Source: an optimization exercise on an open RTL-to-GDS flow (aim: small area and a short achievable clock period). Production flows keep margins and buffers that such runs may drop.
Only simulation tests tie the RTL to the original design; equivalence was not proved.
Power is estimated from default activity; no workload was simulated.

run 1:
==> flow/design.v (excerpt) <==
module csd_mult_bank (
    input  wire logic        clk,
    input  wire logic        rst_n,
    input  wire logic [15:0] x,
    input  wire logic        x_valid,
    output logic      [31:0] y0,
    output logic      [31:0] y1,
    output logic      [31:0] y2,
    output logic      [31:0] y3,
    output logic             y_valid
);
export LEC_CHECK = 0
export CAP_MARGIN = 20
export CORE_MARGIN = 2
export CORE_UTILIZATION = 40
export CTS_BUF_LIST = sky130_fd_sc_hd__clkbuf_8
export SETUP_SLACK_MARGIN = 2.4
export SLEW_MARGIN = 20
export TNS_END_PERCENT = 0
create_clock -name core_clock -period 5.0 [get_ports {clk}]
standard.sh (not shown) runs the stock make flow with config.mk's settings and CLKGATE_MAP_FILE= SYNTH_SCRIPT=/design/flow/synth_recipe.tcl, a recipe that flattens the netlist after the stock synthesis.
==> flow/flow/run.sh <==
#!/bin/bash
# The standard layout, with a small buffer (buf_2) on each port instead of the default
# port buffer cell. Each tool's output goes to its own log in this folder; ORFS keeps its
# per-step logs under orfs/logs.
set -euo pipefail
bash standard.sh 'BUFFER_PORTS_ARGS=-buffer_cell sky130_fd_sc_hd__buf_2' finish > make_finish.log 2>&1
Run 1 completed; timing, DRC and antenna clean
### run 1 -> run 2
Settings: SETUP_SLACK_MARGIN changed from 2.4 to 2.6.
[summary]
Per the final summary, run 2 finished and its layout is clean on timing, DRC and antenna. Run 2 ended up with a lower area used by sequential logic in the layout than run 1 did. Going from run 1 to run 2, wire length climbed 1.9%, first-iteration DRC count dropped about 8%.
Here is what was changed in the inputs of run 3 compared with run 2.
Settings: SETUP_SLACK_MARGIN changed from 2.6 to 2.5.
[summary]
Run 2 and run 3 all finish clean. As far as share of the clock period used by the worst path after layout goes, run 3 and run 2 are indistinguishable; the numbers are identical. As far as least setup slack across all paths after layout goes, run 3 and run 2 are indistinguishable; the numbers are identical. Re footprint of the flip-flops and latches: no difference whatsoever between run 3 and run 2. Between run 2 and run 3, the difference in number of design rule violations left after detail routing is negligible.
diff inputs: run 3 => run 4
Settings: SETUP_SLACK_MARGIN now 2.4, was 2.5.
==> flow/flow/run.sh <==
#!/bin/bash
# The standard layout, with a small buffer (buf_1) on each port instead of the default
# port buffer cell. Each tool's output goes to its own log in this folder; ORFS keeps its
# per-step logs under orfs/logs.
set -euo pipefail
bash standard.sh 'BUFFER_PORTS_ARGS=-buffer_cell sky130_fd_sc_hd__buf_1' finish > make_finish.log 2>&1
## What came out
Between run 3 and run 4, the met1 demand-to-capacity share in global routing is lower for run 4. Run 4: full flow OK, the timing, DRC and antenna checks passed. Run 3 -> run 4: least setup slack across all paths after layout flat. Global-route wire length before repair went down by a few percent going from run 3 to run 4. Re sequential cell area fraction in the yosys report: no difference whatsoever between run 3 and run 4. In run 4, the final-layout clock buffer total came out 1 below the value in run 3. Sort run 3 and run 4 by routed wire length, ascending, and run 4 comes first. [compare] base=run 3 new=run 4: depth of the most critical reg-to-reg path fell 5; cell count fell 5; overall power of the completed layout fell about 3%; post-layout net count fell 6.

========
Another version of the RTL of csd_mult_bank (not shown whole).
Size in the first run: about 920 cells after synthesis, about 150 flip-flops, about 9600 um2 of cells after synthesis.
==> flow/design.v (excerpt) <==
module csd_mult_bank (
    input  wire logic        clk,
    input  wire logic        rst_n,
    input  wire logic [15:0] x,
    input  wire logic        x_valid,
    output logic      [31:0] y0,
    output logic      [31:0] y1,
    output logic      [31:0] y2,
    output logic      [31:0] y3,
    output logic             y_valid
);
export LEC_CHECK = 0
export CAP_MARGIN = 20
export CORE_MARGIN = 2
export CORE_UTILIZATION = 60
export PLACE_DENSITY = 0.75
export SETUP_SLACK_MARGIN = 1.5
export SLEW_MARGIN = 20
create_clock -name core_clock -period 5.0 [get_ports {clk}]
==> flow/flow/run.sh <==
#!/bin/bash
# The standard layout, with a small buffer (buf_2) on each port instead of the default
# port buffer cell. Each tool's output goes to its own log in this folder; ORFS keeps its
# per-step logs under orfs/logs.
set -euo pipefail
bash standard.sh 'BUFFER_PORTS_ARGS=-buffer_cell sky130_fd_sc_hd__buf_2' finish > make_finish.log 2>&1
Then changed:
--- a/flow/config.mk
+++ b/flow/config.mk
@@ -10,3 +10,2 @@
-export CORE_UTILIZATION = 60
-export PLACE_DENSITY = 0.75
-export SETUP_SLACK_MARGIN = 1.5
+export CORE_UTILIZATION = 40
+export SETUP_SLACK_MARGIN = 2.5
Result: Global-route usage goes down by 5.2 points; power goes up by about 20%; die area goes up by about 50%; via count goes up by about 8%; count of clock-buffer cells in the layout goes up by 3; sequential share of layout area goes down by 4.5 points; worst setup slack is better by 0.42 ns; area after synthesis stays the same; combinational power goes up by 41%; core utilization goes down by 12 points; design area goes up by 24%.

========
csd_mult_bank with an RTL version that a note above also has.
Size: ~150 flip-flops, about 150 I/O pins, roughly 0.010 mm^2 of cells after synthesis.
clock: 5.0 ns
lec_check: 0
cap_margin: 20
core_margin: 2
core_utilization: 40
cts_buf_list: sky130_fd_sc_hd__clkbuf_8
cts_cluster_diameter: 100
cts_cluster_size: 30
setup_slack_margin: 2.4
slew_margin: 20
tns_end_percent: 0
Scripts as last shown in full above: flow/flow/run.sh
Edit:
Settings changed: CTS_CLUSTER_DIAMETER 100 to default, CTS_CLUSTER_SIZE 30 to default, SETUP_SLACK_MARGIN 2.4 to 2.2.
Design area went down by 2.6%.
Clock power is higher by 3.7%.
Count of clock-buffer cells in the layout stays the same.
Critical path depth fell by 3.
Routed wire length goes down by 1.3%.
Worst hold slack improved by 11 ps.
Core utilization decreases by 1.2 points.
Global-route usage is lower by 0.39 points.
Edit:
Settings changed: SETUP_SLACK_MARGIN 2.2 to 1.8, TNS_END_PERCENT 0 to default.
What happened: The new run ran to the end with no violations. Die area stays the same. Fmax came out lower by 9.1%. Wire length fell by about 1.5%. Count of clock-buffer cells in the layout is unchanged. Hold slack is about the same. Power decreases by about 2.8%. Design area is lower by 2.6%.
Edit:
Settings changed: CTS_BUF_LIST sky130_fd_sc_hd__clkbuf_8 to default.
Maximum frequency rises by 0.35%.
Worst hold slack is better by 5.2 ps.
Global-route usage hardly moves.

========
csd_mult_bank again, from the RTL that the note above started with.
export LEC_CHECK = 0
export CAP_MARGIN = 20
export CORE_MARGIN = 2
export CORE_UTILIZATION = 40
export CTS_BUF_LIST = sky130_fd_sc_hd__clkbuf_8
export SETUP_SLACK_MARGIN = 2.2
export SLEW_MARGIN = 20
export TNS_END_PERCENT = 0
create_clock -name core_clock -period 5.0 [get_ports {clk}]
==> flow/flow/run.sh <==
#!/bin/bash
# The standard layout, with a small buffer (buf_1) on each port instead of the default
# port buffer cell. Each tool's output goes to its own log in this folder; ORFS keeps its
# per-step logs under orfs/logs.
set -euo pipefail
bash standard.sh 'BUFFER_PORTS_ARGS=-buffer_cell sky130_fd_sc_hd__buf_1' finish > make_finish.log 2>&1
Rerun with:
==> flow/flow/run.sh (replaced) <==
#!/bin/bash
# The standard layout, with a small buffer (buf_2) on each port instead of the default
# port buffer cell. Each tool's output goes to its own log in this folder; ORFS keeps its
# per-step logs under orfs/logs.
set -euo pipefail
bash standard.sh 'BUFFER_PORTS_ARGS=-buffer_cell sky130_fd_sc_hd__buf_2' finish > make_finish.log 2>&1
CORE_UTILIZATION = 55   (was 40)
SETUP_SLACK_MARGIN = 2.4   (was 2.2)
Result: Sequential share of layout area falls by 1.3 points. Design area rises by 6.6%. First-iteration DRC count falls by 25%.
Rerun with:
==> flow/flow/run.sh (replaced) <==
#!/bin/bash
# The standard layout, with a small buffer (buf_2) on each port instead of the default
# port buffer cell, and power recovery (downsizing of cells off the critical paths) after
# global routing. Each tool's output goes to its own log in this folder; ORFS keeps its
# per-step logs under orfs/logs.
set -euo pipefail
bash standard.sh 'BUFFER_PORTS_ARGS=-buffer_cell sky130_fd_sc_hd__buf_2' 'RECOVER_POWER=100' finish > make_finish.log 2>&1
CORE_UTILIZATION = 40   (was 55)
The changed run completed without violations.
Critical path depth came out higher by 2.
Final area came out lower by 4.3%.
Via count came out lower by 0.64%.
Rerun with:
==> flow/flow/run.sh (replaced) <==
#!/bin/bash
# The standard layout, with a small buffer (buf_2) on each port instead of the default
# port buffer cell. Each tool's output goes to its own log in this folder; ORFS keeps its
# per-step logs under orfs/logs.
set -euo pipefail
bash standard.sh 'BUFFER_PORTS_ARGS=-buffer_cell sky130_fd_sc_hd__buf_2' 'SETUP_MOVE_SEQUENCE=unbuffer,sizeup,swap,buffer' finish > make_finish.log 2>&1
Effect: Clock skew is about the same. Clock power barely changes. Core utilization rises by 2.3 points. Die area is unchanged.

========
csd_mult_bank again, from the RTL that the note above started with.
==> flow/config.mk <==
export PLATFORM = sky130hd
export DESIGN_NAME = csd_mult_bank
export DESIGN_NICKNAME = csd_mult_bank
export VERILOG_FILES = /design/flow/design.v
export SDC_FILE = /design/flow/constraint.sdc
export NUM_CORES = 4
export LEC_CHECK = 0
export CAP_MARGIN = 20
export CORE_MARGIN = 2
export CORE_UTILIZATION = 40
export CTS_BUF_LIST = sky130_fd_sc_hd__clkbuf_8
export SETUP_SLACK_MARGIN = 2.0
export SLEW_MARGIN = 20
export TNS_END_PERCENT = 0
==> flow/constraint.sdc <==
create_clock -name core_clock -period 5.0 [get_ports {clk}]
set_input_delay 1.0000 -clock core_clock [delete_from_list [all_inputs] [get_ports {clk}]]
set_output_delay 1.0000 -clock core_clock [all_outputs]
set_load 0.01 [all_outputs]
==> flow/flow/run.sh <==
#!/bin/bash
# The standard layout, with a small buffer (buf_2) on each port instead of the default
# port buffer cell. Each tool's output goes to its own log in this folder; ORFS keeps its
# per-step logs under orfs/logs.
set -euo pipefail
bash standard.sh 'BUFFER_PORTS_ARGS=-buffer_cell sky130_fd_sc_hd__buf_2' finish > make_finish.log 2>&1
The first run finished clean.
Rerun with:
--- a/flow/flow/run.sh
+++ b/flow/flow/run.sh
@@ -5,2 +5,2 @@
 set -euo pipefail
-bash standard.sh 'BUFFER_PORTS_ARGS=-buffer_cell sky130_fd_sc_hd__buf_2' finish > make_finish.log 2>&1
+bash standard.sh 'BUFFER_PORTS_ARGS=-buffer_cell sky130_fd_sc_hd__buf_2' 'SKIP_GATE_CLONING=1' finish > make_finish.log 2>&1
--- a/flow/config.mk
+++ b/flow/config.mk
@@ -11,3 +11,3 @@
 export CTS_BUF_LIST = sky130_fd_sc_hd__clkbuf_8
-export SETUP_SLACK_MARGIN = 2.0
+export SETUP_SLACK_MARGIN = 2.4
 export SLEW_MARGIN = 20
=> Sequential share of layout area went down by 0.55 points. Total power went up by a few percent. Via count grows slightly. Combinational power rose by roughly a tenth. Final cell count rises slightly.
Rerun with:
--- a/flow/flow/run.sh
+++ b/flow/flow/run.sh
@@ -5,2 +5,2 @@
 set -euo pipefail
-bash standard.sh 'BUFFER_PORTS_ARGS=-buffer_cell sky130_fd_sc_hd__buf_2' 'SKIP_GATE_CLONING=1' finish > make_finish.log 2>&1
+bash standard.sh 'BUFFER_PORTS_ARGS=-buffer_cell sky130_fd_sc_hd__buf_2' finish > make_finish.log 2>&1
--- a/flow/config.mk
+++ b/flow/config.mk
@@ -11,4 +11,3 @@
 export CTS_BUF_LIST = sky130_fd_sc_hd__clkbuf_8
-export SETUP_SLACK_MARGIN = 2.4
+export SETUP_SLACK_MARGIN = 2.5
 export SLEW_MARGIN = 20
-export TNS_END_PERCENT = 0
The changed run passed the timing, DRC and antenna checks.
Via count went up by a few percent.
Worst setup slack loses 0.0053 ns.
Fmax stays flat.
Routed wire length went up by a little under a tenth.
Utilization went up by 5.5 points.
Global-route usage went up by 0.81 points.
Final area went up by roughly a tenth.
Sequential power stays flat.
Total power went up by roughly a tenth.
Synthesized area is unchanged.
Rerun with:
--- a/flow/config.mk
+++ b/flow/config.mk
@@ -11,3 +11,5 @@
 export CTS_BUF_LIST = sky130_fd_sc_hd__clkbuf_8
-export SETUP_SLACK_MARGIN = 2.5
+export CTS_CLUSTER_SIZE = 40
+export SETUP_SLACK_MARGIN = 2.4
 export SLEW_MARGIN = 20
+export TNS_END_PERCENT = 0
Result: Worst setup slack improves by 0.0053 ns; hold slack improves by 0.0089 ns; total power came out lower by about 11%.

==> static timing again, ports no longer ideal <==
No port has a modelled driver above. Below, the same layouts with a new extraction and two added sets of constraints.
Step 1: set_driving_cell puts a clkbuf_16 on clk and a buf_2 on each other input, an assumption about the parent block.
Step 2 adds t to the input delays and takes it off the output delays; t is the mean of the earliest and latest rising clock arrival at the registers after step 1. Input paths then give back, and output paths get back, about the clock's delay inside the block.
a / b / c = ideal / step 1 / step 2; a / b = the first two.
| run | t, ns | setup WS [ns] | hold slack, ns | latest minus earliest clock arrival (ns) |
|---|---|---|---|---|
| run 1 | 0.512 | 2.337 / 2.337 / 1.919 | 0.416 / 0.416 / 0.416 | 0.015 / 0.015 |
| run 2 | 0.502 | 2.319 / 2.319 / 1.953 | 0.418 / 0.418 / 0.418 | 0.011 / 0.011 |
| run 3 | 0.502 | 2.319 / 2.319 / 1.953 | 0.418 / 0.418 / 0.418 | 0.011 / 0.011 |
| run 4 | 0.504 | 2.317 / 2.317 / 1.902 | 0.421 / 0.421 / 0.421 | 0.014 / 0.015 |
| the first run of note 2 | 0.478 | 1.675 / 1.675 / 1.239 | 0.354 / 0.354 / 0.354 | 0.010 / 0.010 |
| the second run of note 2 | 0.465 | 2.092 / 2.086 / 1.621 | 0.367 / 0.367 / 0.367 | 0.010 / 0.010 |
| the first run of note 3 | 0.512 | 2.337 / 2.337 / 1.919 | 0.416 / 0.416 / 0.416 | 0.015 / 0.015 |
| the second run of note 3 | 0.496 | 2.230 / 2.230 / 1.818 | 0.427 / 0.427 / 0.427 | 0.016 / 0.016 |
| the third run of note 3 | 0.497 | 1.952 / 1.952 / 1.715 | 0.429 / 0.429 / 0.429 | 0.015 / 0.015 |
| the fourth run of note 3 | 0.469 | 1.963 / 1.963 / 1.718 | 0.434 / 0.434 / 0.434 | 0.008 / 0.008 |
| the first run of note 4 | 0.492 | 2.154 / 2.154 / 1.744 | 0.440 / 0.440 / 0.440 | 0.012 / 0.012 |
| the second run of note 4 | 0.492 | 2.331 / 2.331 / 1.958 | 0.421 / 0.421 / 0.421 | 0.015 / 0.014 |
| the third run of note 4 | 0.500 | 1.753 / 1.753 / 1.477 | 0.441 / 0.441 / 0.441 | 0.014 / 0.014 |
| the fourth run of note 4 | 0.504 | 2.351 / 2.351 / 1.911 | 0.415 / 0.415 / 0.415 | 0.014 / 0.014 |
| the first run of note 5 | 0.500 | 2.095 / 2.095 / 1.721 | 0.424 / 0.424 / 0.424 | 0.015 / 0.015 |
| the second run of note 5 | 0.512 | 2.337 / 2.337 / 1.919 | 0.416 / 0.416 / 0.416 | 0.015 / 0.015 |
| the third run of note 5 | 0.497 | 2.331 / 2.331 / 2.090 | 0.407 / 0.407 / 0.407 | 0.019 / 0.019 |
| the fourth run of note 5 | 0.512 | 2.337 / 2.337 / 1.919 | 0.416 / 0.416 / 0.416 | 0.015 / 0.015 |
After both steps every run listed still meets setup and hold. For the second run of note 2, which loses most, drivers alone change the setup slack by -0.006 ns; drivers and shift together by -0.471 ns.
